This design comes from an exercise in tuning for small area and a short achievable clock period on the open sky130 flow, not from production work. Where RTL was checked, it was by simulation tests only, not by an equivalence proof against the original.

==> flow/design.v <==
module instruction_buffer_nway #(
    parameter int P_ENTRY_W  = 102,
    parameter int P_DEPTH    = 32,
    parameter int P_DEPTH_W  = 5,
    parameter int P_IN_WAYS  = 2,
    parameter int P_OUT_WAYS = 2,
    parameter int P_STOP_TH  = 26
) (
    input  logic                             iCLOCK,
    input  logic                             inRESET,
    input  logic                             iFREE_REFRESH,
    input  logic [P_IN_WAYS-1:0]             iPREVIOUS_VALID,
    input  logic [P_IN_WAYS*P_ENTRY_W-1:0]   iPREVIOUS_DATA,
    output logic                             oPREVIOUS_FETCH_STOP,
    output logic                             oPREVIOUS_LOCK,
    output logic [P_OUT_WAYS-1:0]            oNEXT_VALID,
    output logic [P_OUT_WAYS*P_ENTRY_W-1:0]  oNEXT_DATA,
    input  logic                             iNEXT_LOCK,
    output logic [P_DEPTH_W:0]               oCOUNT
);
    localparam int W  = P_ENTRY_W;
    localparam int NB = (P_DEPTH - 2) / 2;    
    localparam int CW = P_DEPTH_W + 1;
    logic [CW-1:0] count_q;
    logic z_q, e1_q, e3_q, ge2_q, ge3_q, ge4_q, lock_q, fstop_q;
    logic          rpar_q, wpar_q;
    logic [NB-1:0] re_q, ro_q, we_q, wo_q;
    logic [W-1:0] h0_q, h1_q;
    logic [W-1:0] ebank_q [NB];
    logic [W-1:0] obank_q [NB];
    logic [W-1:0] d0, d1;
    assign d0 = iPREVIOUS_DATA[0 +: W];
    assign d1 = iPREVIOUS_DATA[W +: W];
    logic rv, acc, a0, a1;
    assign rv  = !iNEXT_LOCK && !iFREE_REFRESH;
    assign acc = !lock_q && !iFREE_REFRESH;
    assign a0  = acc && iPREVIOUS_VALID[0];
    assign a1  = acc && iPREVIOUS_VALID[1];
    assign oCOUNT               = count_q;
    assign oPREVIOUS_LOCK       = lock_q;
    assign oPREVIOUS_FETCH_STOP = fstop_q;
    assign oNEXT_VALID          = {ge2_q && rv, !z_q && rv};
    assign oNEXT_DATA           = {h1_q, h0_q};
    logic [W-1:0] erd, ord_;
    always_comb begin
        erd  = '0;
        ord_ = '0;
        for (int i = 0; i < NB; i++) begin
            erd  = erd  | ({W{re_q[i]}} & ebank_q[i]);
            ord_ = ord_ | ({W{ro_q[i]}} & obank_q[i]);
        end
    end
    logic cp1, cp2;
    assign cp1 = rv ? e3_q  : e1_q;
    assign cp2 = rv ? ge4_q : ge2_q;
    logic pop1, pop2, push1, push2;
    assign pop1  = rv && e3_q;
    assign pop2  = rv && ge4_q;
    assign push2 = cp2 && a0 && a1;
    assign push1 = (cp2 && (a0 ^ a1)) || (cp1 && a0 && a1);
    logic h0_en, h0_r, h0_sE, h0_sO, h0_s0, h0_s1;
    assign h0_en = z_q || rv;
    assign h0_r  = rv && ge3_q;
    assign h0_sE = h0_r && !rpar_q;
    assign h0_sO = h0_r &&  rpar_q;
    assign h0_s0 = !h0_r &&  iPREVIOUS_VALID[0];
    assign h0_s1 = !h0_r && !iPREVIOUS_VALID[0];
    logic h1_en, h1_r, h1_sE, h1_sO, h1_s0, h1_s1;
    assign h1_en = rv || !ge2_q;
    assign h1_r  = rv && ge4_q;
    assign h1_sE = h1_r &&  rpar_q;
    assign h1_sO = h1_r && !rpar_q;
    assign h1_s0 = cp1 && iPREVIOUS_VALID[0];
    assign h1_s1 = !h1_r && !h1_s0;
    logic [W-1:0] h0_d, h1_d;
    assign h0_d = ({W{h0_sE}} & erd) | ({W{h0_sO}} & ord_) | ({W{h0_s0}} & d0) | ({W{h0_s1}} & d1);
    assign h1_d = ({W{h1_sE}} & erd) | ({W{h1_sO}} & ord_) | ({W{h1_s0}} & d0) | ({W{h1_s1}} & d1);
    logic          e_sel0, o_sel0, e_en, o_en;
    logic [W-1:0]  ebus, obus;
    assign e_sel0 = !wpar_q && cp2 && iPREVIOUS_VALID[0];
    assign o_sel0 =  wpar_q && cp2 && iPREVIOUS_VALID[0];
    assign ebus   = e_sel0 ? d0 : d1;
    assign obus   = o_sel0 ? d0 : d1;
    assign e_en   = wpar_q ? push2 : (push1 || push2);
    assign o_en   = wpar_q ? (push1 || push2) : push2;
    logic [CW-1:0] count_d;
    logic [1:0]    wn, rn;
    assign wn = {1'b0, a0} + {1'b0, a1};
    assign rn = rv ? (ge2_q ? 2'd2 : (z_q ? 2'd0 : 2'd1)) : 2'd0;
    assign count_d = count_q + CW'(wn) - CW'(rn);
    logic [NB-1:0] re_rot, ro_rot, we_rot, wo_rot;
    assign re_rot = {re_q[NB-2:0], re_q[NB-1]};
    assign ro_rot = {ro_q[NB-2:0], ro_q[NB-1]};
    assign we_rot = {we_q[NB-2:0], we_q[NB-1]};
    assign wo_rot = {wo_q[NB-2:0], wo_q[NB-1]};
    always_ff @(posedge iCLOCK) begin
        if (!inRESET || iFREE_REFRESH) begin
            count_q <= '0;
            z_q     <= 1'b1;
            e1_q    <= 1'b0;
            e3_q    <= 1'b0;
            ge2_q   <= 1'b0;
            ge3_q   <= 1'b0;
            ge4_q   <= 1'b0;
            lock_q  <= 1'b0;
            fstop_q <= 1'b0;
            rpar_q  <= 1'b0;
            wpar_q  <= 1'b0;
            re_q    <= NB'(1);
            ro_q    <= NB'(1);
            we_q    <= NB'(1);
            wo_q    <= NB'(1);
        end else begin
            count_q <= count_d;
            z_q     <= count_d == 0;
            e1_q    <= count_d == 1;
            e3_q    <= count_d == 3;
            ge2_q   <= count_d >= 2;
            ge3_q   <= count_d >= 3;
            ge4_q   <= count_d >= 4;
            lock_q  <= count_d >= CW'(P_DEPTH - P_IN_WAYS + 1);
            fstop_q <= count_d > CW'(P_STOP_TH);
            if (pop2) begin
                re_q <= re_rot;
                ro_q <= ro_rot;
            end else if (pop1) begin
                rpar_q <= !rpar_q;
                if (rpar_q) ro_q <= ro_rot;
                else        re_q <= re_rot;
            end
            if (push2) begin
                we_q <= we_rot;
                wo_q <= wo_rot;
            end else if (push1) begin
                wpar_q <= !wpar_q;
                if (wpar_q) wo_q <= wo_rot;
                else        we_q <= we_rot;
            end
        end
    end
    always_ff @(posedge iCLOCK) begin
        if (h0_en) h0_q <= h0_d;
        if (h1_en) h1_q <= h1_d;
    end
    for (genvar i = 0; i < NB; i++) begin : g_ring
        always_ff @(posedge iCLOCK) begin
            if (e_en && we_q[i]) ebank_q[i] <= ebus;
            if (o_en && wo_q[i]) obank_q[i] <= obus;
        end
    end
endmodule
make LEC_CHECK=0 ABC_CLOCK_PERIOD_IN_PS=2800 CAP_MARGIN=20 CORE_MARGIN=2 CORE_UTILIZATION=60 SETUP_SLACK_MARGIN=3.2 SLEW_MARGIN=20 finish   # period 6.0 ns
run.sh (not shown) runs the stock make flow with config.mk's settings and CLKGATE_MAP_FILE= SYNTH_SCRIPT=/design/flow/synth_recipe.tcl, a recipe that flattens the netlist after the stock synthesis.
The first run finished clean.
==> next run, changes <==
--- a/flow/design.v
+++ b/flow/design.v
@@ -22,8 +22,9 @@
     localparam int NB = (P_DEPTH - 2) / 2;    
     localparam int CW = P_DEPTH_W + 1;
     logic [CW-1:0] count_q;
     logic z_q, e1_q, e3_q, ge2_q, ge3_q, ge4_q, lock_q, fstop_q;
+    logic [1:0] eA_q, eB_q, oA_q, oB_q, eS_q, oS_q, P_q, Q_q;
     logic          rpar_q, wpar_q;
     logic [NB-1:0] re_q, ro_q, we_q, wo_q;
     logic [W-1:0] h0_q, h1_q;
     logic [W-1:0] ebank_q [NB];
@@ -52,13 +53,19 @@
     end
     logic cp1, cp2;
     assign cp1 = rv ? e3_q  : e1_q;
     assign cp2 = rv ? ge4_q : ge2_q;
-    logic pop1, pop2, push1, push2;
+    logic pop1, pop2, push1, push2, nl;
+    assign nl    = iNEXT_LOCK;
     assign pop1  = rv && e3_q;
     assign pop2  = rv && ge4_q;
-    assign push2 = cp2 && a0 && a1;
-    assign push1 = (cp2 && (a0 ^ a1)) || (cp1 && a0 && a1);
+    logic pP, pQ, vor, vand;
+    assign vor   = iPREVIOUS_VALID[0] || iPREVIOUS_VALID[1];
+    assign vand  = iPREVIOUS_VALID[0] && iPREVIOUS_VALID[1];
+    assign pP    = nl ? P_q[1] : P_q[0];
+    assign pQ    = nl ? Q_q[1] : Q_q[0];
+    assign push2 = !iFREE_REFRESH && pP && vand;
+    assign push1 = !iFREE_REFRESH && ((pP && (iPREVIOUS_VALID[0] ^ iPREVIOUS_VALID[1])) || (pQ && vand));
     logic h0_en, h0_r, h0_sE, h0_sO, h0_s0, h0_s1;
     assign h0_en = z_q || rv;
     assign h0_r  = rv && ge3_q;
     assign h0_sE = h0_r && !rpar_q;
@@ -76,14 +83,16 @@
     assign h0_d = ({W{h0_sE}} & erd) | ({W{h0_sO}} & ord_) | ({W{h0_s0}} & d0) | ({W{h0_s1}} & d1);
     assign h1_d = ({W{h1_sE}} & erd) | ({W{h1_sO}} & ord_) | ({W{h1_s0}} & d0) | ({W{h1_s1}} & d1);
     logic          e_sel0, o_sel0, e_en, o_en;
     logic [W-1:0]  ebus, obus;
-    assign e_sel0 = !wpar_q && cp2 && iPREVIOUS_VALID[0];
-    assign o_sel0 =  wpar_q && cp2 && iPREVIOUS_VALID[0];
+    assign e_sel0 = iPREVIOUS_VALID[0] && (nl ? eS_q[1] : eS_q[0]);
+    assign o_sel0 = iPREVIOUS_VALID[0] && (nl ? oS_q[1] : oS_q[0]);
     assign ebus   = e_sel0 ? d0 : d1;
     assign obus   = o_sel0 ? d0 : d1;
-    assign e_en   = wpar_q ? push2 : (push1 || push2);
-    assign o_en   = wpar_q ? (push1 || push2) : push2;
+    assign e_en   = !iFREE_REFRESH && (nl ? ((eA_q[1] && vor) || (eB_q[1] && vand))
+                                          : ((eA_q[0] && vor) || (eB_q[0] && vand)));
+    assign o_en   = !iFREE_REFRESH && (nl ? ((oA_q[1] && vor) || (oB_q[1] && vand))
+                                          : ((oA_q[0] && vor) || (oB_q[0] && vand)));
     logic [CW-1:0] count_d;
     logic [1:0]    wn, rn;
     assign wn = {1'b0, a0} + {1'b0, a1};
     assign rn = rv ? (ge2_q ? 2'd2 : (z_q ? 2'd0 : 2'd1)) : 2'd0;
@@ -92,8 +101,15 @@
     assign re_rot = {re_q[NB-2:0], re_q[NB-1]};
     assign ro_rot = {ro_q[NB-2:0], ro_q[NB-1]};
     assign we_rot = {we_q[NB-2:0], we_q[NB-1]};
     assign wo_rot = {wo_q[NB-2:0], wo_q[NB-1]};
+    logic wpar_d, lk_d;
+    logic [1:0] P_d, Q_d, S_d;
+    assign wpar_d = (push1 && !push2) ? !wpar_q : wpar_q;
+    assign lk_d   = count_d >= CW'(P_DEPTH - P_IN_WAYS + 1);
+    assign P_d    = {!lk_d && count_d >= 2, !lk_d && count_d >= 4};
+    assign Q_d    = {!lk_d && count_d == 1, !lk_d && count_d == 3};
+    assign S_d    = {count_d >= 2, count_d >= 4};
     always_ff @(posedge iCLOCK) begin
         if (!inRESET || iFREE_REFRESH) begin
             count_q <= '0;
             z_q     <= 1'b1;
@@ -103,8 +119,16 @@
             ge3_q   <= 1'b0;
             ge4_q   <= 1'b0;
             lock_q  <= 1'b0;
             fstop_q <= 1'b0;
+            P_q     <= '0;
+            Q_q     <= '0;
+            eA_q    <= '0;
+            eB_q    <= '0;
+            oA_q    <= '0;
+            oB_q    <= '0;
+            eS_q    <= '0;
+            oS_q    <= '0;
             rpar_q  <= 1'b0;
             wpar_q  <= 1'b0;
             re_q    <= NB'(1);
             ro_q    <= NB'(1);
@@ -117,10 +141,18 @@
             e3_q    <= count_d == 3;
             ge2_q   <= count_d >= 2;
             ge3_q   <= count_d >= 3;
             ge4_q   <= count_d >= 4;
-            lock_q  <= count_d >= CW'(P_DEPTH - P_IN_WAYS + 1);
+            lock_q  <= lk_d;
             fstop_q <= count_d > CW'(P_STOP_TH);
+            P_q     <= P_d;
+            Q_q     <= Q_d;
+            eA_q    <= {2{!wpar_d}} & P_d;
+            eB_q    <= wpar_d ? P_d : Q_d;
+            oA_q    <= {2{wpar_d}} & P_d;
+            oB_q    <= wpar_d ? Q_d : P_d;
+            eS_q    <= {2{!wpar_d}} & S_d;
+            oS_q    <= {2{wpar_d}} & S_d;
             if (pop2) begin
                 re_q <= re_rot;
                 ro_q <= ro_rot;
             end else if (pop1) begin
The changed run passed the timing, DRC and antenna checks.
Clock skew increases by 0.0086 ns.
Die area hardly moves.
Hold slack gets better by 0.056 ns.
Via count is about the same.
Wire length decreases by 2.7%.
Fmax decreases by 4.6%.
First-iteration DRC count increases by 2.0%.
No functional check of the RTL was part of the second run of this note.

port drivers added, routing unchanged:
How much do the figures lean on ideal ports? The routed layouts below were timed once more, with nothing changed but the port constraints.
Step 1 sets driving cells, clkbuf_16 on the clock port and buf_2 on the other inputs (assumed; they add their load-dependent delay and slew).
Step 2 times the ports against the registers' clock, not the clock port: input delays grow and output delays shrink by t, the midpoint of the rising clock arrivals with the driver on.
a / b / c = ideal ports / drivers / drivers and shift; a / b = the first two.
run | shift t [ns] | slack for setup (ns) | worst hold slack (ns) | latest minus earliest clock arrival (ns) | worst slew at a driven data input, ns
the first run | 1.046 | 2.942 / 2.852 / 2.139 | 0.461 / 0.461 / 0.461 | 0.059 / 0.059 | 0.19
the second run | 1.051 | 2.796 / 2.747 / 1.831 | 0.517 / 0.517 / 0.517 | 0.075 / 0.075 | 0.25
After both steps setup and hold are still met in every run listed. For the second run, which loses most, drivers alone change the setup slack by -0.049 ns; drivers and shift together by -0.965 ns.
